Context: an optimization exercise on an open-source flow, tuned for small area. The choices shown serve that exercise and are no tape-out recipe. Only simulation tests tie the RTL to the original design; equivalence was not proved. The flow treats the clock pin as an ideal source, which a real chip does not have. Power figures rest on the tool's default switching activity, not on a simulated workload.

==> flow/design.v <==
package adc_proc_pkg;
   function automatic int log2(input int v);
      log2 = 0;
      for (int i = 0; i < 31; i++) begin
         if ((1 << i) < v) log2 = i + 1;
      end
   endfunction
   function automatic int ptr_w(input int n);
      ptr_w = (n > 1) ? log2(n) : 1;
   endfunction
endpackage
module rr_arbiter
#(
   parameter int N = 3
) (
   input  logic         clk,
   input  logic         reset,
   input  logic [N-1:0] req,
   output logic [N-1:0] grant
);
   localparam int IW = adc_proc_pkg::ptr_w(N);
   logic [IW-1:0] ptr_q;
   logic          found;
   always_comb begin
      grant = '0;
      found = 1'b0;
      for (int k = 0; k < N; k++) begin
         for (int c = 0; c < N; c++) begin
            if (!found && req[c] && ptr_q == IW'((c - k + N) % N)) begin
               found    = 1'b1;
               grant[c] = 1'b1;
            end
         end
      end
   end
   always_ff @(posedge clk) begin
      if (reset) ptr_q <= '0;
      else begin
         for (int c = 0; c < N; c++)
            if (grant[c]) ptr_q <= IW'((c + 1) % N);
      end
   end
endmodule
module multi_adc_processing
#(
   parameter int          N_CH           = 3,
   parameter int          DATA_W         = 16,
   parameter int          DEPTH          = 16,
   parameter int unsigned SCALING_FACTOR = 310866,
   parameter int          SCALE_W        = 20,
   parameter int          SHIFT_FACTOR   = 19,
   parameter int unsigned OFFSET         = 0
) (
   input  logic                   clk,
   input  logic                   reset,
   input  logic [N_CH-1:0]        sample_valid,
   input  logic [N_CH*DATA_W-1:0] sample_data,
   input  logic                   clear_overrun,
   output logic [N_CH*DATA_W-1:0] ave_data,
   output logic [N_CH*DATA_W-1:0] scaled_data,
   output logic [N_CH-1:0]        update_valid,
   output logic [N_CH-1:0]        primed,
   output logic [N_CH-1:0]        overrun
);
   localparam int LOG_D  = adc_proc_pkg::log2(DEPTH);
   localparam int SUM_W  = DATA_W + LOG_D;
   localparam int PROD_W = DATA_W + SCALE_W;
   localparam int CNT_W  = adc_proc_pkg::ptr_w(DEPTH);
   localparam logic [PROD_W-1:0] SAT_MAX = PROD_W'({DATA_W{1'b1}});
   logic [DATA_W-1:0] hold_q   [N_CH];
   logic [DATA_W-1:0] win_q    [N_CH][DEPTH];
   logic [SUM_W-1:0]  sum_q    [N_CH];
   logic [CNT_W-1:0]  cnt_q    [N_CH];
   logic [DATA_W-1:0] scaled_q [N_CH];
   logic [N_CH-1:0]   pending_q, overrun_q, primed_q, upd_q;
   logic [N_CH-1:0]   grant;
   logic [N_CH-1:0]   t1_q, t2_q, t3_q;
   logic [DATA_W-1:0] d1_q, d2_q;
   logic              f2_q;
   logic [SUM_W-1:0]  s3_q;
   logic [DATA_W-1:0] hold_sel, old_sel, ave3, scaled_new;
   logic [SUM_W-1:0]  sum_ld;
   logic [DATA_W-1:0] scaled_ld;
   logic [SUM_W-1:0]  sum_sel, sum_new, old_n, d_ext, ss, sc;
   function automatic logic [SUM_W-1:0] rca_s(input logic [SUM_W-1:0] a, input logic [SUM_W-1:0] b,
                                              input logic cin);
      logic cy;
      cy = cin;
      for (int k = 0; k < SUM_W; k++) begin
         rca_s[k] = a[k] ^ b[k] ^ cy;
         cy       = (a[k] & b[k]) | (a[k] & cy) | (b[k] & cy);
      end
   endfunction
   rr_arbiter #(.N(N_CH)) u_arb (
      .clk   (clk),
      .reset (reset),
      .req   (pending_q),
      .grant (grant)
   );
   always_comb begin
      hold_sel = '0;
      sum_sel  = '0;
      old_sel  = '0;
      for (int i = 0; i < N_CH; i++) begin
         if (grant[i]) hold_sel = hold_sel | hold_q[i];
         if (t2_q[i])  sum_sel  = sum_sel  | sum_q[i];
         if (t2_q[i])  old_sel  = old_sel  | win_q[i][DEPTH-1];
      end
      if (|(t2_q & t3_q)) sum_sel = s3_q;
      old_n   = ~(f2_q ? SUM_W'(old_sel) : '0);
      d_ext   = SUM_W'(d2_q);
      ss      = sum_sel ^ old_n ^ d_ext;
      sc      = SUM_W'(((sum_sel & old_n) | (sum_sel & d_ext) | (old_n & d_ext)) << 1);
      sum_new = rca_s(ss, sc, 1'b1);
      ave3 = DATA_W'(s3_q >> LOG_D);
   end
   if (SCALING_FACTOR == 310866 && SHIFT_FACTOR == 19 && OFFSET == 0 && DATA_W == 16) begin : g_fixed
      logic [15:0] scaled_fixed;
      logic [15:0] na;
      logic m_s1, m_c2, m_s3, m_c4, m_s5, m_c6, m_s7, m_c8, m_s9, m_c10, m_s11, m_c12, m_s13, m_c14, m_s15, m_c16, m_s17, m_c18, m_s19, m_c20, m_s21, m_c22, m_s23, m_c24, m_s25, m_c26, m_s27, m_c28, m_s29, m_c30, m_s31, m_c32, m_s33, m_c34, m_s35, m_c36, m_s37, m_c38, m_s39, m_c40, m_s41, m_c42, m_s43, m_c44, m_s45, m_c46, m_s47, m_c48, m_s49, m_c50, m_s51, m_c52, m_s53, m_c54, m_s55, m_c56, m_s57, m_c58, m_s59, m_c60, m_s61, m_c62, m_s63, m_c64, m_s65, m_c66, m_s67, m_c68, m_s69, m_c70, m_s71, m_c72, m_s73, m_c74, m_s75, m_c76, m_s77, m_c78, m_s79, m_c80, m_s81, m_c82, m_s83, m_c84, m_s85, m_c86, m_s87, m_c88, m_s89, m_c90, m_s91, m_c92, m_s93, m_c94, m_s95, m_c96, m_s97, m_c98, m_s99, m_c100, m_s101, m_c102, m_s103, m_c104, m_s105, m_c106, m_s107, m_c108, m_s109, m_c110, m_s111, m_c112, m_s113, m_c114, m_s115, m_c116, m_s117, m_c118, m_s119, m_c120, m_s121, m_c122, m_s123, m_c124, m_s125, m_c126, m_s127, m_c128, m_s129, m_c130, m_s131, m_c132, m_s133, m_c134, m_s135, m_c136, m_s137, m_c138, m_s139, m_c140, m_s141, m_c142, m_s143, m_c144, m_s145, m_c146, m_s147, m_c148, m_s149, m_c150, m_s151, m_c152, m_s153, m_c154, m_s155, m_c156, m_s157, m_c158, m_s159, m_c160, m_s161, m_c162, m_s163, m_c164, m_s165, m_c166, m_s167, m_c168, m_s169, m_c170, m_s171, m_c172, m_s173, m_c174, m_s175, m_c176, m_s177, m_c178, m_s179, m_c180, m_s181, m_c182, m_s183, m_c184, m_s185, m_c186, m_s187, m_c188, m_s189, m_c190, m_s191, m_c192, m_s193, m_c194, m_s195, m_c196, m_s197, m_c198, m_s199, m_c200, m_s201, m_c202, m_s203, m_c204, m_s205, m_c206, m_s207, m_c208, m_s209, m_c210, m_s211, m_c212, m_s213, m_c214, m_s215, m_c216, m_s217, m_c218;
      assign na = ~ave3;
      assign m_s1 = ~ave3[3];
      assign m_c2 = ave3[3];
      assign m_s3 = ave3[4] ^ ave3[6];
      assign m_c4 = ave3[4] & ave3[6];
      assign m_s5 = ave3[5] ^ ave3[7];
      assign m_c6 = ave3[5] & ave3[7];
      assign m_s7 = ave3[6] ^ ave3[8];
      assign m_c8 = ave3[6] & ave3[8];
      assign m_s9 = ave3[7] ^ ave3[9];
      assign m_c10 = ave3[7] & ave3[9];
      assign m_s11 = ave3[0] ^ ave3[8] ^ ave3[10];
      assign m_c12 = (ave3[0] & ave3[8]) | (ave3[0] & ave3[10]) | (ave3[8] & ave3[10]);
      assign m_s13 = ave3[0] ^ ave3[1] ^ ave3[9];
      assign m_c14 = (ave3[0] & ave3[1]) | (ave3[0] & ave3[9]) | (ave3[1] & ave3[9]);
      assign m_s15 = ave3[11] ^ ave3[14];
      assign m_c16 = ave3[11] & ave3[14];
      assign m_s17 = ave3[1] ^ ave3[2] ^ ave3[10];
      assign m_c18 = (ave3[1] & ave3[2]) | (ave3[1] & ave3[10]) | (ave3[2] & ave3[10]);
      assign m_s19 = ave3[12] ^ ave3[15] ^ na[7];
      assign m_c20 = (ave3[12] & ave3[15]) | (ave3[12] & na[7]) | (ave3[15] & na[7]);
      assign m_s21 = ave3[2] ^ ave3[3] ^ ave3[11];
      assign m_c22 = (ave3[2] & ave3[3]) | (ave3[2] & ave3[11]) | (ave3[3] & ave3[11]);
      assign m_s23 = ave3[13] ^ na[8];
      assign m_c24 = ave3[13] & na[8];
      assign m_s25 = ave3[0] ^ ave3[3] ^ ave3[4];
      assign m_c26 = (ave3[0] & ave3[3]) | (ave3[0] & ave3[4]) | (ave3[3] & ave3[4]);
      assign m_s27 = ave3[12] ^ ave3[14] ^ na[9];
      assign m_c28 = (ave3[12] & ave3[14]) | (ave3[12] & na[9]) | (ave3[14] & na[9]);
      assign m_s29 = ave3[1] ^ ave3[4] ^ ave3[5];
      assign m_c30 = (ave3[1] & ave3[4]) | (ave3[1] & ave3[5]) | (ave3[4] & ave3[5]);
      assign m_s31 = ave3[13] ^ ave3[15] ^ na[10];
      assign m_c32 = (ave3[13] & ave3[15]) | (ave3[13] & na[10]) | (ave3[15] & na[10]);
      assign m_s33 = ave3[2] ^ ave3[5] ^ ave3[6];
      assign m_c34 = (ave3[2] & ave3[5]) | (ave3[2] & ave3[6]) | (ave3[5] & ave3[6]);
      assign m_s35 = ave3[14] ^ na[11];
      assign m_c36 = ave3[14] & na[11];
      assign m_s37 = ave3[3] ^ ave3[6] ^ ave3[7];
      assign m_c38 = (ave3[3] & ave3[6]) | (ave3[3] & ave3[7]) | (ave3[6] & ave3[7]);
      assign m_s39 = ave3[15] ^ na[12];
      assign m_c40 = ave3[15] & na[12];
      assign m_s41 = ave3[4] ^ ave3[7] ^ ave3[8];
      assign m_c42 = (ave3[4] & ave3[7]) | (ave3[4] & ave3[8]) | (ave3[7] & ave3[8]);
      assign m_s43 = ave3[5] ^ ave3[8];
      assign m_c44 = ave3[5] & ave3[8];
      assign m_s45 = ave3[6] ^ ave3[9];
      assign m_c46 = ave3[6] & ave3[9];
      assign m_s47 = ~ave3[7];
      assign m_c48 = ave3[7];
      assign m_s49 = ~ave3[8];
      assign m_c50 = ave3[8];
      assign m_s51 = ~ave3[9];
      assign m_c52 = ave3[9];
      assign m_s53 = ~ave3[10];
      assign m_c54 = ave3[10];
      assign m_s55 = ~ave3[11];
      assign m_c56 = ave3[11];
      assign m_s57 = ave3[5] ^ ave3[8];
      assign m_c58 = ave3[5] & ave3[8];
      assign m_s59 = ave3[9] ^ na[1] ^ m_s3;
      assign m_c60 = (ave3[9] & na[1]) | (ave3[9] & m_s3) | (na[1] & m_s3);
      assign m_s61 = ave3[10] ^ na[2] ^ m_s5;
      assign m_c62 = (ave3[10] & na[2]) | (ave3[10] & m_s5) | (na[2] & m_s5);
      assign m_s63 = ave3[11] ^ na[3] ^ m_s7;
      assign m_c64 = (ave3[11] & na[3]) | (ave3[11] & m_s7) | (na[3] & m_s7);
      assign m_s65 = ave3[12] ^ na[4] ^ m_s9;
      assign m_c66 = (ave3[12] & na[4]) | (ave3[12] & m_s9) | (na[4] & m_s9);
      assign m_s67 = ave3[13] ^ na[5] ^ m_s11;
      assign m_c68 = (ave3[13] & na[5]) | (ave3[13] & m_s11) | (na[5] & m_s11);
      assign m_s69 = na[6] ^ m_s13 ^ m_s15;
      assign m_c70 = (na[6] & m_s13) | (na[6] & m_s15) | (m_s13 & m_s15);
      assign m_s71 = m_s17 ^ m_s19 ^ m_c14;
      assign m_c72 = (m_s17 & m_s19) | (m_s17 & m_c14) | (m_s19 & m_c14);
      assign m_s73 = m_s21 ^ m_s23 ^ m_c18;
      assign m_c74 = (m_s21 & m_s23) | (m_s21 & m_c18) | (m_s23 & m_c18);
      assign m_s75 = m_s25 ^ m_s27 ^ m_c22;
      assign m_c76 = (m_s25 & m_s27) | (m_s25 & m_c22) | (m_s27 & m_c22);
      assign m_s77 = m_s29 ^ m_s31 ^ m_c26;
      assign m_c78 = (m_s29 & m_s31) | (m_s29 & m_c26) | (m_s31 & m_c26);
      assign m_s79 = m_s33 ^ m_s35 ^ m_c30;
      assign m_c80 = (m_s33 & m_s35) | (m_s33 & m_c30) | (m_s35 & m_c30);
      assign m_s81 = m_s37 ^ m_s39 ^ m_c34;
      assign m_c82 = (m_s37 & m_s39) | (m_s37 & m_c34) | (m_s39 & m_c34);
      assign m_s83 = na[13] ^ m_s41 ^ m_c38;
      assign m_c84 = (na[13] & m_s41) | (na[13] & m_c38) | (m_s41 & m_c38);
      assign m_s85 = ave3[9] ^ na[14] ^ m_s43;
      assign m_c86 = (ave3[9] & na[14]) | (ave3[9] & m_s43) | (na[14] & m_s43);
      assign m_s87 = ave3[10] ^ na[15] ^ m_s45;
      assign m_c88 = (ave3[10] & na[15]) | (ave3[10] & m_s45) | (na[15] & m_s45);
      assign m_s89 = ave3[10] ^ ave3[11] ^ m_s47;
      assign m_c90 = (ave3[10] & ave3[11]) | (ave3[10] & m_s47) | (ave3[11] & m_s47);
      assign m_s91 = ave3[11] ^ ave3[12] ^ m_s49;
      assign m_c92 = (ave3[11] & ave3[12]) | (ave3[11] & m_s49) | (ave3[12] & m_s49);
      assign m_s93 = ave3[12] ^ ave3[13] ^ m_s51;
      assign m_c94 = (ave3[12] & ave3[13]) | (ave3[12] & m_s51) | (ave3[13] & m_s51);
      assign m_s95 = ave3[13] ^ ave3[14] ^ m_s53;
      assign m_c96 = (ave3[13] & ave3[14]) | (ave3[13] & m_s53) | (ave3[14] & m_s53);
      assign m_s97 = ave3[14] ^ ave3[15] ^ m_s55;
      assign m_c98 = (ave3[14] & ave3[15]) | (ave3[14] & m_s55) | (ave3[15] & m_s55);
      assign m_s99 = ~(ave3[12] ^ ave3[15]);
      assign m_c100 = ave3[12] | ave3[15];
      assign m_s101 = ave3[0] ^ ave3[2];
      assign m_c102 = ave3[0] & ave3[2];
      assign m_s103 = ave3[1] ^ ave3[3] ^ ave3[6];
      assign m_c104 = (ave3[1] & ave3[3]) | (ave3[1] & ave3[6]) | (ave3[3] & ave3[6]);
      assign m_s105 = ave3[2] ^ ave3[4] ^ ave3[7];
      assign m_c106 = (ave3[2] & ave3[4]) | (ave3[2] & ave3[7]) | (ave3[4] & ave3[7]);
      assign m_s107 = na[0] ^ m_s1 ^ m_s57;
      assign m_c108 = (na[0] & m_s1) | (na[0] & m_s57) | (m_s1 & m_s57);
      assign m_s109 = m_c2 ^ m_s59 ^ m_c58;
      assign m_c110 = (m_c2 & m_s59) | (m_c2 & m_c58) | (m_s59 & m_c58);
      assign m_s111 = m_c4 ^ m_s61 ^ m_c60;
      assign m_c112 = (m_c4 & m_s61) | (m_c4 & m_c60) | (m_s61 & m_c60);
      assign m_s113 = m_c6 ^ m_s63 ^ m_c62;
      assign m_c114 = (m_c6 & m_s63) | (m_c6 & m_c62) | (m_s63 & m_c62);
      assign m_s115 = m_c8 ^ m_s65 ^ m_c64;
      assign m_c116 = (m_c8 & m_s65) | (m_c8 & m_c64) | (m_s65 & m_c64);
      assign m_s117 = m_c10 ^ m_s67 ^ m_c66;
      assign m_c118 = (m_c10 & m_s67) | (m_c10 & m_c66) | (m_s67 & m_c66);
      assign m_s119 = m_c12 ^ m_s69 ^ m_c68;
      assign m_c120 = (m_c12 & m_s69) | (m_c12 & m_c68) | (m_s69 & m_c68);
      assign m_s121 = m_c16 ^ m_s71 ^ m_c70;
      assign m_c122 = (m_c16 & m_s71) | (m_c16 & m_c70) | (m_s71 & m_c70);
      assign m_s123 = m_c20 ^ m_s73 ^ m_c72;
      assign m_c124 = (m_c20 & m_s73) | (m_c20 & m_c72) | (m_s73 & m_c72);
      assign m_s125 = m_c24 ^ m_s75 ^ m_c74;
      assign m_c126 = (m_c24 & m_s75) | (m_c24 & m_c74) | (m_s75 & m_c74);
      assign m_s127 = m_c28 ^ m_s77 ^ m_c76;
      assign m_c128 = (m_c28 & m_s77) | (m_c28 & m_c76) | (m_s77 & m_c76);
      assign m_s129 = m_c32 ^ m_s79 ^ m_c78;
      assign m_c130 = (m_c32 & m_s79) | (m_c32 & m_c78) | (m_s79 & m_c78);
      assign m_s131 = m_c36 ^ m_s81 ^ m_c80;
      assign m_c132 = (m_c36 & m_s81) | (m_c36 & m_c80) | (m_s81 & m_c80);
      assign m_s133 = m_c40 ^ m_s83 ^ m_c82;
      assign m_c134 = (m_c40 & m_s83) | (m_c40 & m_c82) | (m_s83 & m_c82);
      assign m_s135 = m_c42 ^ m_s85 ^ m_c84;
      assign m_c136 = (m_c42 & m_s85) | (m_c42 & m_c84) | (m_s85 & m_c84);
      assign m_s137 = m_c44 ^ m_s87 ^ m_c86;
      assign m_c138 = (m_c44 & m_s87) | (m_c44 & m_c86) | (m_s87 & m_c86);
      assign m_s139 = m_c46 ^ m_s89 ^ m_c88;
      assign m_c140 = (m_c46 & m_s89) | (m_c46 & m_c88) | (m_s89 & m_c88);
      assign m_s141 = m_c48 ^ m_s91 ^ m_c90;
      assign m_c142 = (m_c48 & m_s91) | (m_c48 & m_c90) | (m_s91 & m_c90);
      assign m_s143 = m_c50 ^ m_s93 ^ m_c92;
      assign m_c144 = (m_c50 & m_s93) | (m_c50 & m_c92) | (m_s93 & m_c92);
      assign m_s145 = m_c52 ^ m_s95 ^ m_c94;
      assign m_c146 = (m_c52 & m_s95) | (m_c52 & m_c94) | (m_s95 & m_c94);
      assign m_s147 = m_c54 ^ m_s97 ^ m_c96;
      assign m_c148 = (m_c54 & m_s97) | (m_c54 & m_c96) | (m_s97 & m_c96);
      assign m_s149 = m_c56 ^ m_s99 ^ m_c98;
      assign m_c150 = (m_c56 & m_s99) | (m_c56 & m_c98) | (m_s99 & m_c98);
      assign m_s151 = ~(ave3[13] ^ m_c100);
      assign m_c152 = ave3[13] | m_c100;
      assign m_s153 = ~ave3[14];
      assign m_c154 = ave3[14];
      assign m_s155 = ~ave3[15];
      assign m_c156 = ave3[15];
      assign m_s157 = ave3[0] ^ ave3[3];
      assign m_c158 = ave3[0] & ave3[3];
      assign m_s159 = ave3[1] ^ ave3[4] ^ m_c158;
      assign m_c160 = (ave3[1] & ave3[4]) | (ave3[1] & m_c158) | (ave3[4] & m_c158);
      assign m_s161 = ave3[5] ^ m_s101 ^ m_c160;
      assign m_c162 = (ave3[5] & m_s101) | (ave3[5] & m_c160) | (m_s101 & m_c160);
      assign m_s163 = m_s103 ^ m_c102 ^ m_c162;
      assign m_c164 = (m_s103 & m_c102) | (m_s103 & m_c162) | (m_c102 & m_c162);
      assign m_s165 = m_s105 ^ m_c104 ^ m_c164;
      assign m_c166 = (m_s105 & m_c104) | (m_s105 & m_c164) | (m_c104 & m_c164);
      assign m_s167 = m_s107 ^ m_c106 ^ m_c166;
      assign m_c168 = (m_s107 & m_c106) | (m_s107 & m_c166) | (m_c106 & m_c166);
      assign m_s169 = m_s109 ^ m_c108 ^ m_c168;
      assign m_c170 = (m_s109 & m_c108) | (m_s109 & m_c168) | (m_c108 & m_c168);
      assign m_s171 = m_s111 ^ m_c110 ^ m_c170;
      assign m_c172 = (m_s111 & m_c110) | (m_s111 & m_c170) | (m_c110 & m_c170);
      assign m_s173 = m_s113 ^ m_c112 ^ m_c172;
      assign m_c174 = (m_s113 & m_c112) | (m_s113 & m_c172) | (m_c112 & m_c172);
      assign m_s175 = m_s115 ^ m_c114 ^ m_c174;
      assign m_c176 = (m_s115 & m_c114) | (m_s115 & m_c174) | (m_c114 & m_c174);
      assign m_s177 = m_s117 ^ m_c116 ^ m_c176;
      assign m_c178 = (m_s117 & m_c116) | (m_s117 & m_c176) | (m_c116 & m_c176);
      assign m_s179 = m_s119 ^ m_c118 ^ m_c178;
      assign m_c180 = (m_s119 & m_c118) | (m_s119 & m_c178) | (m_c118 & m_c178);
      assign m_s181 = m_s121 ^ m_c120 ^ m_c180;
      assign m_c182 = (m_s121 & m_c120) | (m_s121 & m_c180) | (m_c120 & m_c180);
      assign m_s183 = m_s123 ^ m_c122 ^ m_c182;
      assign m_c184 = (m_s123 & m_c122) | (m_s123 & m_c182) | (m_c122 & m_c182);
      assign m_s185 = m_s125 ^ m_c124 ^ m_c184;
      assign m_c186 = (m_s125 & m_c124) | (m_s125 & m_c184) | (m_c124 & m_c184);
      assign m_s187 = m_s127 ^ m_c126 ^ m_c186;
      assign m_c188 = (m_s127 & m_c126) | (m_s127 & m_c186) | (m_c126 & m_c186);
      assign m_s189 = m_s129 ^ m_c128 ^ m_c188;
      assign m_c190 = (m_s129 & m_c128) | (m_s129 & m_c188) | (m_c128 & m_c188);
      assign m_s191 = m_s131 ^ m_c130 ^ m_c190;
      assign m_c192 = (m_s131 & m_c130) | (m_s131 & m_c190) | (m_c130 & m_c190);
      assign m_s193 = m_s133 ^ m_c132 ^ m_c192;
      assign m_c194 = (m_s133 & m_c132) | (m_s133 & m_c192) | (m_c132 & m_c192);
      assign m_s195 = m_s135 ^ m_c134 ^ m_c194;
      assign m_c196 = (m_s135 & m_c134) | (m_s135 & m_c194) | (m_c134 & m_c194);
      assign m_s197 = m_s137 ^ m_c136 ^ m_c196;
      assign m_c198 = (m_s137 & m_c136) | (m_s137 & m_c196) | (m_c136 & m_c196);
      assign m_s199 = m_s139 ^ m_c138 ^ m_c198;
      assign m_c200 = (m_s139 & m_c138) | (m_s139 & m_c198) | (m_c138 & m_c198);
      assign m_s201 = m_s141 ^ m_c140 ^ m_c200;
      assign m_c202 = (m_s141 & m_c140) | (m_s141 & m_c200) | (m_c140 & m_c200);
      assign m_s203 = m_s143 ^ m_c142 ^ m_c202;
      assign m_c204 = (m_s143 & m_c142) | (m_s143 & m_c202) | (m_c142 & m_c202);
      assign m_s205 = m_s145 ^ m_c144 ^ m_c204;
      assign m_c206 = (m_s145 & m_c144) | (m_s145 & m_c204) | (m_c144 & m_c204);
      assign m_s207 = m_s147 ^ m_c146 ^ m_c206;
      assign m_c208 = (m_s147 & m_c146) | (m_s147 & m_c206) | (m_c146 & m_c206);
      assign m_s209 = m_s149 ^ m_c148 ^ m_c208;
      assign m_c210 = (m_s149 & m_c148) | (m_s149 & m_c208) | (m_c148 & m_c208);
      assign m_s211 = m_s151 ^ m_c150 ^ m_c210;
      assign m_c212 = (m_s151 & m_c150) | (m_s151 & m_c210) | (m_c150 & m_c210);
      assign m_s213 = m_s153 ^ m_c152 ^ m_c212;
      assign m_c214 = (m_s153 & m_c152) | (m_s153 & m_c212) | (m_c152 & m_c212);
      assign m_s215 = m_s155 ^ m_c154 ^ m_c214;
      assign m_c216 = (m_s155 & m_c154) | (m_s155 & m_c214) | (m_c154 & m_c214);
      assign m_s217 = ~(m_c156 ^ m_c216);
      assign m_c218 = m_c156 | m_c216;
      assign scaled_fixed = {m_s217, m_s215, m_s213, m_s211, m_s209, m_s207, m_s205, m_s203, m_s201, m_s199, m_s197, m_s195, m_s193, m_s191, m_s189, m_s187};
      assign scaled_new = scaled_fixed;
   end else begin : g_generic
      logic [PROD_W-1:0] prod, sh, sh_ofs;
      always_comb begin
         prod       = PROD_W'(ave3) * PROD_W'(SCALING_FACTOR);
         sh         = prod >> SHIFT_FACTOR;
         sh_ofs     = (sh < PROD_W'(OFFSET)) ? '0 : sh - PROD_W'(OFFSET);
         scaled_new = (sh_ofs > SAT_MAX) ? {DATA_W{1'b1}} : DATA_W'(sh_ofs);
      end
   end
   always_ff @(posedge clk) begin
      d1_q <= hold_sel;
      d2_q <= d1_q;
      f2_q <= |(t1_q & primed_q);
      s3_q <= sum_new;
      for (int i = 0; i < N_CH; i++) begin
         if (sample_valid[i]) hold_q[i] <= sample_data[i*DATA_W +: DATA_W];
         if (t2_q[i]) begin
            win_q[i][0] <= d2_q;
            for (int j = 1; j < DEPTH; j++) win_q[i][j] <= win_q[i][j-1];
         end
      end
   end
   always_ff @(posedge clk) begin
      if (reset) begin
         pending_q <= '0;
         overrun_q <= '0;
         primed_q  <= '0;
         upd_q     <= '0;
         t1_q      <= '0;
         t2_q      <= '0;
         t3_q      <= '0;
         for (int i = 0; i < N_CH; i++) begin
            cnt_q[i]    <= '0;
         end
      end else begin
         pending_q <= (pending_q & ~grant) | sample_valid;
         overrun_q <= (clear_overrun ? '0 : overrun_q) | (sample_valid & pending_q & ~grant);
         t1_q      <= grant;
         t2_q      <= t1_q;
         t3_q      <= t2_q;
         upd_q     <= t3_q;
         for (int i = 0; i < N_CH; i++) begin
            if (t1_q[i]) begin
               cnt_q[i] <= cnt_q[i] + CNT_W'(1);
               if (cnt_q[i] == CNT_W'(DEPTH - 1)) primed_q[i] <= 1'b1;
            end
         end
      end
   end
   always_comb begin
      sum_ld    = reset ? '0 : s3_q;
      scaled_ld = reset ? '0 : scaled_new;
   end
   always_ff @(posedge clk) begin
      for (int i = 0; i < N_CH; i++) begin
         if (reset || t3_q[i]) begin
            sum_q[i]    <= sum_ld;
            scaled_q[i] <= scaled_ld;
         end
      end
   end
   always_comb begin
      for (int i = 0; i < N_CH; i++) begin
         ave_data[i*DATA_W +: DATA_W]    = DATA_W'(sum_q[i] >> LOG_D);
         scaled_data[i*DATA_W +: DATA_W] = scaled_q[i];
      end
      update_valid = upd_q;
      primed       = primed_q;
      overrun      = overrun_q;
   end
endmodule
==> flow/flow/run.sh <==
#!/bin/bash
# Layout: the standard flow (standard.sh), with these changes:
#  - after the standard synthesis, flow/polfix.py re-balances inverter polarity
#    around the full adders (fa(~a,~b,~c) = ~fa(a,b,c)), leaving every register
#    and all logic functions as synthesis made them, with fewer inverters;
#  - buffer_ports gives every input and output port the smallest buffer, buf_1;
#  - clock_tree_synthesis uses clkbuf_8, clusters up to 20 sinks within 70 um
#    per leaf buffer, and adds no dummy loads.
# Each step's full output goes to its own log in the work folder (synth.log,
# polfix.log, standard.log); ORFS's own step logs are under orfs/logs/.
set -euo pipefail
export BUFFER_PORTS_ARGS="-buffer_cell sky130_fd_sc_hd__buf_1"
export CTS_ARGS="-sink_clustering_enable -repair_clock_nets -sink_clustering_size 20 -sink_clustering_max_diameter 70 -buf_list sky130_fd_sc_hd__clkbuf_8 -dont_use_dummy_load"
bash standard.sh synth > synth.log 2>&1
R=orfs/results/${FLOW_PLATFORM}/multi_adc_processing/base
if python3 flow/polfix.py "$R/1_2_yosys.v" "$R/1_2_yosys_pol.v" > polfix.log 2>&1; then
   cp "$R/1_2_yosys.v" "$R/1_2_yosys_std.v"
   # newer than 1_synth.odb, so make reloads the netlist before floorplan
   cp "$R/1_2_yosys_pol.v" "$R/1_2_yosys.v"
fi
bash standard.sh > standard.log 2>&1
==> flow/flow/polfix.py <==
#!/usr/bin/env python3
"""Re-balance inverter polarity around full adders in a Yosys netlist.

sky130's full adder is self-dual: fa(~a, ~b, ~c) = (~sum, ~cout). Synthesis leaves
inverters between full adders that cancel once some adders are read in the other
polarity. This script removes the netlist's plain inverters (inv_*), picks for
each full adder whether to use it inverted so that fewest inverters are needed,
and puts back one inverter per net that still needs its complement.

usage: polfix.py IN.v OUT.v
"""
import re, sys, collections, random

src = open(sys.argv[1]).read()
OUT = {'X', 'Y', 'Q', 'Q_N', 'SUM', 'COUT', 'HI', 'LO'}
inst_re = re.compile(r'^(\s*)(sky130_fd_sc_hd__(\w+))\s+(\S+)\s*\((.*?)\);\n', re.S | re.M)
pin_re = re.compile(r'\.(\w+)\(([^()]*)\)')

m_ports = re.search(r'module\s+\w+\s*\(([^)]*)\)', src)
ports = {p.strip() for p in m_ports.group(1).split(',')}

def base(n):
    n = n.strip()
    if n.startswith('\\'):
        n = n[1:]
    return re.sub(r'\s*\[\d+\]$', '', n).strip()

cells = []          # (name, type, [(pin, net)])
for m in inst_re.finditer(src):
    pins = [(p, n.strip()) for p, n in pin_re.findall(m.group(5))]
    cells.append((m.group(4), m.group(3), pins))

drv = {}
for name, typ, pins in cells:
    for p, n in pins:
        if p in OUT:
            drv[n] = name
ctype = {name: typ for name, typ, _ in cells}
cpins = {name: dict(pins) for name, typ, pins in cells}

def is_port(n):
    return base(n) in ports

elig = {name for name, typ, pins in cells
        if typ.startswith('inv_') and not is_port(cpins[name]['Y'])}

def root(n):
    par = 0
    while n in drv and drv[n] in elig:
        n = cpins[drv[n]]['A']
        par ^= 1
    return n, par

edges = []          # (root net, consumer cell, pin, parity)
for name, typ, pins in cells:
    if name in elig:
        continue
    for p, n in pins:
        if p in OUT or p == 'CLK':
            continue
        r, par = root(n)
        edges.append((r, name, p, par))

fas = [name for name, typ, pins in cells if typ.startswith('fa_')
       and not any(is_port(n) for p, n in pins if p in OUT)]
flip = {}
by_cell = collections.defaultdict(list)
for e in edges:
    by_cell[e[1]].append(e)
    d = drv.get(e[0])
    if d:
        by_cell[d].append(e)

def need(r):
    # does net r need an inverted copy?
    return any(par ^ flip.get(c, 0) ^ flip.get(drv.get(r), 0)
               for (rr, c, p, par) in by_root[r])
by_root = collections.defaultdict(list)
for e in edges:
    by_root[e[0]].append(e)

def local_cost(f):
    nets = {e[0] for e in by_cell[f]}
    return sum(1 for r in nets if need(r))

def descend(order):
    improved = True
    while improved:
        improved = False
        for f in order:
            before = local_cost(f)
            flip[f] = 1 - flip.get(f, 0)
            if local_cost(f) < before:
                improved = True
            else:
                flip[f] = 1 - flip.get(f, 0)

def total():
    return sum(1 for r in by_root if need(r))

# local search from the synthesized polarity, then from fixed-seed random starts
rng = random.Random(1)
descend(fas)
best, best_flip = total(), dict(flip)
for trial in range(40):
    flip.clear()
    for f in fas:
        if rng.random() < 0.5:
            flip[f] = 1
    order = list(fas)
    rng.shuffle(order)
    descend(order)
    t = total()
    if t < best:
        best, best_flip = t, dict(flip)
flip.clear()
flip.update(best_flip)

# rebuild
invnet = {}
newcells = []
def inv_of(r):
    if r not in invnet:
        k = len(invnet)
        invnet[r] = f'polinv_{k}_y'
        ra = r + ' ' if r.startswith('\\') else r
        newcells.append(f'  sky130_fd_sc_hd__inv_1 polinv_{k} (\n    .A({ra}),\n    .Y(polinv_{k}_y)\n  );\n')
    return invnet[r]

conn = {}
for r, c, p, par in edges:
    if par ^ flip.get(c, 0) ^ flip.get(drv.get(r), 0):
        conn[(c, p)] = inv_of(r)
    else:
        conn[(c, p)] = r

def rewrite(m):
    name = m.group(4)
    if name in elig:
        return ''
    body = m.group(5)
    def rp(pm):
        key = (name, pm.group(1))
        if key in conn:
            n = conn[key]
            return f'.{pm.group(1)}({n} )' if n.startswith('\\') else f'.{pm.group(1)}({n})'
        return pm.group(0)
    return m.group(1) + m.group(2) + ' ' + name + ' (' + pin_re.sub(rp, body) + ');\n'

out = inst_re.sub(rewrite, src)
decl = ''.join(f'  wire {w};\n' for w in invnet.values())
out = out.replace('\nendmodule', '\n' + decl + ''.join(newcells) + 'endmodule', 1)
open(sys.argv[2], 'w').write(out)
sys.stderr.write(f'inverters: {len([c for c in cells if c[1].startswith("inv_")])} -> '
                 f'{len(invnet) + len([c for c in cells if c[1].startswith("inv_")]) - len(elig)}, '
                 f'full adders used inverted: {sum(flip.values())}\n')
==> flow/standard.sh <==
#!/bin/bash
# synth_recipe.tcl (not shown) runs the flow's synth.tcl, then flattens the netlist and writes it again
# the make line also repeats each setting of config.mk as NAME=value (left out here)
make -C /OpenROAD-flow-scripts/flow DESIGN_CONFIG=/design/flow/config.mk WORK_HOME=/design/flow/orfs CLKGATE_MAP_FILE= SYNTH_SCRIPT=/design/flow/synth_recipe.tcl "${@:-finish}"
==> flow/config.mk <==
export PLATFORM = sky130hd
export DESIGN_NAME = multi_adc_processing
export DESIGN_NICKNAME = multi_adc_processing
export VERILOG_FILES = /design/flow/design.v
export SDC_FILE = /design/flow/constraint.sdc
export NUM_CORES = 4
export LEC_CHECK = 0
export CAP_MARGIN = 20
export CORE_MARGIN = 2
export CORE_UTILIZATION = 45
export PLACE_DENSITY = 0.85
export SLEW_MARGIN = 20
==> flow/constraint.sdc <==
create_clock -name core_clock -period 10.0 [get_ports {clk}]
set_input_delay 2.0000 -clock core_clock [delete_from_list [all_inputs] [get_ports {clk}]]
set_output_delay 2.0000 -clock core_clock [all_outputs]
set_load 0.01 [all_outputs]
==> results of run 1 <==
sequential cells by signal, summed over array words and instances, names as in the netlist:
register,flops
u_arb.ptr_q,2
hold_q,48
scaled_q,48
f2_q,1
sum_q,60
upd_q,3
primed_q,3
cnt_q,12
d1_q,16
t2_q,3
d2_q,16
s3_q,20
win_q,768
t3_q,3
pending_q,3
t1_q,3
overrun_q,3
through the flow:
stage / hold slack (ns) / TNS [ns] / power, mW
floorplan: 0.310 / -0.00560 / 8.04
detailed placement: 0.312 / -1.21 / 9.91
global placement: 0.310 / -0.367 / 9.76
CTS: 0.333 / 0 / 11.5
finish: 0.337 / 0 / 11.5
global route: 0.342 / 0 / 12.3
power by group:
part / total [mW] / switching [mW] / internal [mW]
Combinational: 4.42 / 2.44 / 1.99
Sequential: 5.47 / 0.193 / 5.27
Clock: 1.63 / 1.10 / 0.537
Total: 11.5 / 3.73 / 7.80
timing repair:
action / in CTS / in global routing
pin swaps: 0 / 4
setup endpoints to repair: 6 / 8
gates resized for setup: 3 / 15
endpoints found under the hold margin: 0 / 0
per-layer routing:
layer / wire (um) / global-route usage [%] / vias to the layer above
met5: 22 / 0 / -
li1: - / - / 6128
met2: 26600 / 22.6 / 564
met3: 5610 / 4.64 / 88
met4: 1220 / 3.85 / 4
met1: 24700 / 20.4 / 7065
cell type report:
class	instances	area, um^2
Fill cell	5809	38600
Sequential cell	1012	29500
Multi-Input combinational cell	385	4110
Tap cell	978	1220
Timing Repair Buffer	217	1040
Clock buffer	60	826
Inverter	51	191
Antenna cell	1	2.50
final timing paths:
check	slack, ns	start	end
max reg2reg	0.42	s3_q[10]	scaled_q[0][15]
max	0.42	s3_q[10]	scaled_q[0][15]
min	0.34	d1_q[5]	d2_q[5]
min reg2reg	0.34	d1_q[5]	d2_q[5]
==> flow_metrics.tcl, run 1 <==
set metrics [dict create \
    status "complete, no violations" \
    drt_pre_antenna_iters 6 \
    post-route-period-util_pct 95.8 \
    layout-drive-gt1-share_pct 9.45 \
    cts_sinks 1012 \
    tightestPinTransition_ns 1.09 \
    hp-class "flop to flop" \
    min_period_ns 9.58 \
    fin_worst_skew_ns 0.170 \
    dieHeight_um 280 \
    insertion_delay_ns 0.77 \
    critical_path_buf_inv_count 2 \
    drc 0 \
    crit_type "flop to flop" \
    fin_area_mm2 0.0369 \
    wl_per_cell_um 21.5 \
    power.density_mw_per_mm2 312 \
    viasPerCell 5.12 \
    dieArea_mm2 0.0783 \
    grtUsageTotal_pct 14.7 \
    initial_utilization_pct 45.3 \
    pre_cts_ws_ns -0.209 \
    max_stage_delay_ns 0.50 \
    grt_setup_unrepaired "false" \
    drt_iter0_drc 1580 \
    slew_headroom_pct 27.0 \
    slowest_stage "fa_1" \
    setup_viol 0 \
    clk_pin_slew_ns 0.11 \
    final-hold-violation-count 0 \
    rr_worst_depth 27 \
    rows 101 \
    synth_nets 1706 \
    instances_no_fill 2704 \
    cts_buffers 60 \
    hpwlAfterDp_um 39100 \
    critical_path_depth 27 \
    max_freq_mhz 104 \
    peakVddDrop_uv 379 \
    grt.overflow.total 0 \
    p_leak_nw 11.9 \
    dpl_cell_area_mm2 0.0360 \
    place_congestion 0.846 \
    syn_inst 1529 \
    cp_data_arrival_time_ns 10.01 \
    crit_family "adder cells" \
    synth.cell_area_mm2 0.0342 \
    setup.worst_path.start_class "flop" \
    numPortBuffers 158 \
    fin_nets 1904 \
    die_w_um 280 \
    crit_fanout 4 \
    avgSynthCellArea_um2 22.4 \
    route.vias.total 13849 \
    final_core_util_pct 48.9 \
    first_global_vias 14267 \
    synth-warning-count 7 \
    setup_slack_ns 0.416 \
    drv_slew 0 \
    layout_commonest_cell "edfxtp_1" \
    antenna_found_initial 2 \
    holdBufCountCts 0 \
    grt_pass1_wl_um 85900 \
    cpMostUsedCell "fa_1" \
    cts_setup_buffers 0 \
    areaGrowthSynthToFinish_pct 7.89 \
    ios 159 \
    drtAntennaViolNets 0 \
    layout_common_cells "edfxtp_1, buf_1, fa_1" \
    worstHoldPathCells 0 \
    dpl.cell_count 2642 \
    wl_um 58100 \
    end_kind "flop" \
    fp.coreArea_mm2 0.0756 \
    drv_cap 0 \
    required_ns 10.43 \
    grt_max_degree 76 \
    tritoncts "built" \
]
==> inputs of run 2 (changes only) <==
--- a/flow/config.mk
+++ b/flow/config.mk
@@ -8,5 +8,5 @@
 export CAP_MARGIN = 20
 export CORE_MARGIN = 2
 export CORE_UTILIZATION = 45
-export PLACE_DENSITY = 0.85
+export PLACE_DENSITY = 0.75
 export SLEW_MARGIN = 20
==> flow_metrics.tcl, run 2 <==
set metrics [dict create \
    largest_reg_flops 768 \
    dieArea_mm2 0.0783 \
    place_congestion 0.782 \
    setup_slack_ns 0.430 \
    layout_commonest_cell "edfxtp_1" \
    first_global_vias 13741 \
    power.density_mw_per_mm2 304 \
    layout-drive-gt1-share_pct 8.83 \
    viasPerCell 4.98 \
    ios 159 \
    cts_setup_buffers 0 \
    dieHeight_um 280 \
    dpl.cell_count 2630 \
    wl_per_cell_um 20.2 \
    max_stage_delay_ns 0.61 \
    cpMostUsedCell "fa_1" \
    instances_no_fill 2689 \
    grt_max_degree 118 \
    max_freq_mhz 104 \
    grtUsageTotal_pct 13.9 \
    syn_inst 1529 \
    pre_cts_ws_ns -0.0520 \
    status "complete, no violations" \
    grt_setup_unrepaired "false" \
    min_period_ns 9.57 \
    setup_viol 0 \
    final-hold-violation-count 0 \
    drv_cap 0 \
    fp.coreArea_mm2 0.0756 \
    numPortBuffers 158 \
    peakVddDrop_uv 393 \
    cp_data_arrival_time_ns 9.97 \
    dpl_cell_area_mm2 0.0360 \
    grt.overflow.total 0 \
    end_kind "flop" \
    layout_common_cells "edfxtp_1, buf_1, fa_1" \
    holdBufCountCts 0 \
    drc 0 \
    cts_sinks 1012 \
    p_leak_nw 11.8 \
    setup.worst_path.start_class "flop" \
    slowest_stage "fa_1" \
    clk_pin_slew_ns 0.10 \
    fin_nets 1889 \
    total_power_mw 11.2 \
    required_ns 10.40 \
    areaGrowthSynthToFinish_pct 7.68 \
    drv_slew 0 \
    die_w_um 280 \
    insertion_delay_ns 0.72 \
    top_regs "win_q x768, sum_q x60" \
    tritoncts "built" \
    rows 101 \
    slew_headroom_pct 34.0 \
    drt_iter0_drc 1375 \
    synth-warning-count 7 \
    post-route-period-util_pct 95.7 \
    antenna_found_initial 4 \
    hp-class "flop to flop" \
    regMostFlops "win_q" \
    crit_type "flop to flop" \
    crit_fanout 6 \
    fin_worst_skew_ns 0.0870 \
    grt_pass1_wl_um 82300 \
    hpwlAfterDp_um 35600 \
    route.vias.total 13387 \
    fin_tns_setup_ns 0 \
    initial_utilization_pct 45.3 \
    synth.cell_area_mm2 0.0342 \
    drt_pre_antenna_iters 6 \
    fin_area_mm2 0.0369 \
    cts_buffers 58 \
    wl_um 54400 \
    synth_nets 1706 \
    drtAntennaViolNets 0 \
    tightestPinTransition_ns 0.990 \
    avgSynthCellArea_um2 22.4 \
]
run 2: worst paths after layout:
check | from | end | slack [ns] | cells after the start
worst max-delay path | s3_q[4] | scaled_q[0][15] | 0.43 | 28
worst min-delay path | d1_q[3] | d2_q[3] | 0.34 | 0
worst max register to register | s3_q[4] | scaled_q[0][15] | 0.43 | 28
worst min register to register | d1_q[3] | d2_q[3] | 0.34 | 0
run 2: what timing repair did:
action | CTS | global route
setup endpoints to repair | 6 | 9
gates resized for setup | 2 | 18
hold endpoints to repair | 0 | 0
pin swaps | 0 | 2
run 2: area by class of cell:
type	count	area [um^2]
Antenna cell	1	2.50
Clock buffer	58	798
Fill cell	5882	38700
Inverter	51	191
Multi-Input combinational cell	385	4110
Sequential cell	1012	29500
Tap cell	978	1220
Timing Repair Buffer	204	990
run 2: metal layers:
metal	up-vias	global-route usage, %	share of wire [%]	wire length, um
li1	6091	-	-	-
met1	6852	20.4	45	24700
met2	383	21.8	47	25400
met3	61	2.69	6.4	3490
met4	0	2.95	1.5	816
met5	-	0	0	0
run 2: power by group:
| group | internal (mW) | switching, mW |
|---|---|---|
| Combinational | 1.86 | 2.29 |
| Clock | 0.521 | 1.08 |
| Sequential | 5.27 | 0.171 |
run 2: worst max-delay path: cells and delay by family (launching register included):
family	cells	cell delay (ns)
buf+inv	4	0.39
fa+ha+maj	18	7.85
xor+xnor	1	0.17
flops	1	0.36
simple gates	2	0.12
compound gates	3	0.44
run 2: stage by stage:
stage | util [%] | hold WS (ns)
final | 48.8 | 0.337
after global routing | 48.8 | 0.346
after CTS | 48.7 | 0.337
after detailed placement | 47.6 | 0.312
after global placement | 47.6 | 0.311
after floorplan | - | 0.310
==> inputs of run 3 (changes only) <==
--- a/flow/flow/run.sh
+++ b/flow/flow/run.sh
@@ -4,13 +4,13 @@
 #    around the full adders (fa(~a,~b,~c) = ~fa(a,b,c)), leaving every register
 #    and all logic functions as synthesis made them, with fewer inverters;
 #  - buffer_ports gives every input and output port the smallest buffer, buf_1;
-#  - clock_tree_synthesis uses clkbuf_8, clusters up to 20 sinks within 70 um
+#  - clock_tree_synthesis uses clkbuf_8, clusters up to 18 sinks within 65 um
 #    per leaf buffer, and adds no dummy loads.
 # Each step's full output goes to its own log in the work folder (synth.log,
 # polfix.log, standard.log); ORFS's own step logs are under orfs/logs/.
 set -euo pipefail
 export BUFFER_PORTS_ARGS="-buffer_cell sky130_fd_sc_hd__buf_1"
-export CTS_ARGS="-sink_clustering_enable -repair_clock_nets -sink_clustering_size 20 -sink_clustering_max_diameter 70 -buf_list sky130_fd_sc_hd__clkbuf_8 -dont_use_dummy_load"
+export CTS_ARGS="-sink_clustering_enable -repair_clock_nets -sink_clustering_size 18 -sink_clustering_max_diameter 65 -buf_list sky130_fd_sc_hd__clkbuf_8 -dont_use_dummy_load"
 bash standard.sh synth > synth.log 2>&1
 R=orfs/results/${FLOW_PLATFORM}/multi_adc_processing/base
 if python3 flow/polfix.py "$R/1_2_yosys.v" "$R/1_2_yosys_pol.v" > polfix.log 2>&1; then
==> flow_metrics.tcl, run 3 <==
set metrics [dict create \
    status "complete, no violations" \
    layout_common_cells "edfxtp_1, buf_1, fa_1" \
    post-route-period-util_pct 96.1 \
    fin_nets 1900 \
    required_ns 10.40 \
    die_w_um 280 \
    setup_viol 0 \
    top_regs "win_q x768, sum_q x60" \
    r2r_end "scaled_q[0][15]" \
    first_global_vias 13851 \
    drtAntennaViolNets 0 \
    largest_reg_flops 768 \
    rr_worst_depth 27 \
    grt_max_degree 118 \
    peakVddDrop_uv 384 \
    n_antenna_cell 0 \
    drv_cap 0 \
    regMostFlops "win_q" \
    top_usage_layer "met2" \
    p_comb_share_pct 36.9 \
    use_met1_pct 20.6 \
    max_stage_delay_ns 0.50 \
    ios 159 \
    viasPerCell 5.03 \
    slew_headroom_pct 33.1 \
    dieHeight_um 280 \
    synth_nets 1706 \
    drc 0 \
    clkPwrFrac_pct 15.3 \
    areaGrowthSynthToFinish_pct 8.11 \
    initial_utilization_pct 45.3 \
    end_kind "flop" \
    max_freq_mhz 104 \
    numPortBuffers 158 \
    endpoint "scaled_q[0][15]" \
    drt_iter0_drc 1271 \
    fin_area_mm2 0.0370 \
    r2r_start "s3_q[10]" \
    antenna_found_initial 7 \
    slowest_stage "fa_1" \
    power_switching_mw 3.63 \
    fin_tns_setup_ns 0 \
    grt_use_met2_pct 22.0 \
    grtUsageTotal_pct 14.1 \
    wl_per_cell_um 20.5 \
    place_congestion 0.782 \
    p_int_mw 7.76 \
    crit_path_start "s3_q[10]" \
    route.vias.total 13566 \
    cts_setup_buffers 0 \
    tritoncts "built" \
    hp-class "flop to flop" \
    synth-warning-count 7 \
    final-hold-violation-count 0 \
    avgSynthCellArea_um2 22.4 \
    cp_data_arrival_time_ns 10.00 \
    insertion_delay_ns 0.68 \
    layout-drive-gt1-share_pct 9.36 \
    setup.worst_path.start_class "flop" \
    cts_buffers 69 \
    syn_inst 1529 \
    hpwlAfterDp_um 35600 \
    wl_um 55200 \
    met3_usage_pct 3.01 \
    rows 101 \
    netSwitchingFraction_pct 31.9 \
    grt_pass1_wl_um 83100 \
    grt.overflow.total 0 \
    tightestPinTransition_ns 1.00 \
    drt_pre_antenna_iters 6 \
    timing.reg2reg.setup_slack_ns 0.39 \
    drv_slew 0 \
    cts_sinks 1012 \
    power.density_mw_per_mm2 308 \
    fp.coreArea_mm2 0.0756 \
    dieArea_mm2 0.0783 \
    min_period_ns 9.61 \
    holdBufCountCts 0 \
    power_frac_seq_pct 47.8 \
    fin_worst_skew_ns 0.0852 \
    synth.cell_area_mm2 0.0342 \
    layout_commonest_cell "edfxtp_1" \
    p_leak_nw 11.9 \
    cpMostUsedCell "fa_1" \
    dpl_cell_area_mm2 0.0360 \
    crit_fanout 5 \
    crit_type "flop to flop" \
    clk_pin_slew_ns 0.11 \
]
run 3: worst max-delay path: cells and delay by family (launching register included):
kind                       cells  cell delay (ns)
adders and majority gates     18             7.68
xor gates and xnor gates       1             0.17
and+or+nand+nor                3             0.52
buffers and inverters          2             0.13
AOI/OAI and AO/OA              3             0.48
DFF                            1             0.37
run 3: final cells by class:
type / instances / area [um^2]
clock buffer: 69 / 950
fill: 5878 / 38600
sequential: 1012 / 29500
multi-input combinational: 385 / 4110
timing repair buffer: 204 / 990
tap: 978 / 1220
inverter: 51 / 191
run 3: through the flow:
step,hold WS [ns],util (%),cells,total power [mW],setup WS (ns)
5_1_grt,0.343,49.0,2699,12.1,-0.00171
3_3_place_gp,0.311,47.6,2630,9.55,0.0109
6_report,0.334,49.0,2699,11.4,0.391
4_1_cts,0.335,48.9,2699,11.4,0.0498
2_1_floorplan,0.310,-,1529,8.04,-0.00560
3_5_place_dp,0.312,47.6,2630,9.61,-0.0520
run 3: worst min-delay path by stage:
stage | endpoint | start | cells after the start | slack [ns]
2_1_floorplan | d2_q[0] | d1_q[0] | 0 | 0.31
3_3_place_gp | d2_q[6] | d1_q[6] | 0 | 0.31
3_5_place_dp | d2_q[6] | d1_q[6] | 0 | 0.31
4_1_cts | d2_q[11] | d1_q[11] | 0 | 0.33
5_1_grt | d2_q[11] | d1_q[11] | 0 | 0.34
6_report | d2_q[3] | d1_q[3] | 0 | 0.33
run 3: metal layers:
metal	wire length (um)	up-vias
li1	-	6119
met1	25100	6973
met2	25900	401
met3	3390	73
met4	838	0
met5	0	-
run 3: what timing repair did:
item,4_1_cts,5_1_grt
pin swaps,0,2
setup endpoints to repair,6,6
resized for setup,2,17
run 3: power by group through the flow:
stage	Combinational, mW	Sequential (mW)	Clock, mW
2_1_floorplan	2.44	5.60	0
3_3_place_gp	4.03	5.52	0
3_5_place_dp	4.07	5.54	0
4_1_cts	4.10	5.44	1.82
5_1_grt	4.63	5.48	1.96
6_report	4.20	5.44	1.74

## separate check: timing with driven ports
Ports are ideal in the flow. The routed layouts listed here were re-timed in OpenROAD.
Step 1, drivers: a clkbuf_16 drives clk and a buf_2 each remaining input, both assumed.
Step 2 moves the port delays by t, midway between the first and last clock arrival at a register: inputs arrive t later, outputs are due t later. That takes back most of the time a late clock gives input paths.
Three values: ideal, step 1, step 2; two values: the first two.
run	t, ns	setup WS [ns]	hold WS [ns]	slew at the worst register clock pin (ns)
run 1	0.724	0.416 / 0.416 / 0.416	0.337 / 0.337 / 0.337	0.12 / 0.12
run 2	0.730	0.430 / 0.430 / 0.430	0.337 / 0.337 / 0.337	0.12 / 0.12
run 3	0.690	0.391 / 0.391 / 0.391	0.334 / 0.334 / 0.334	0.11 / 0.11
After both steps setup and hold are still met in every run listed.
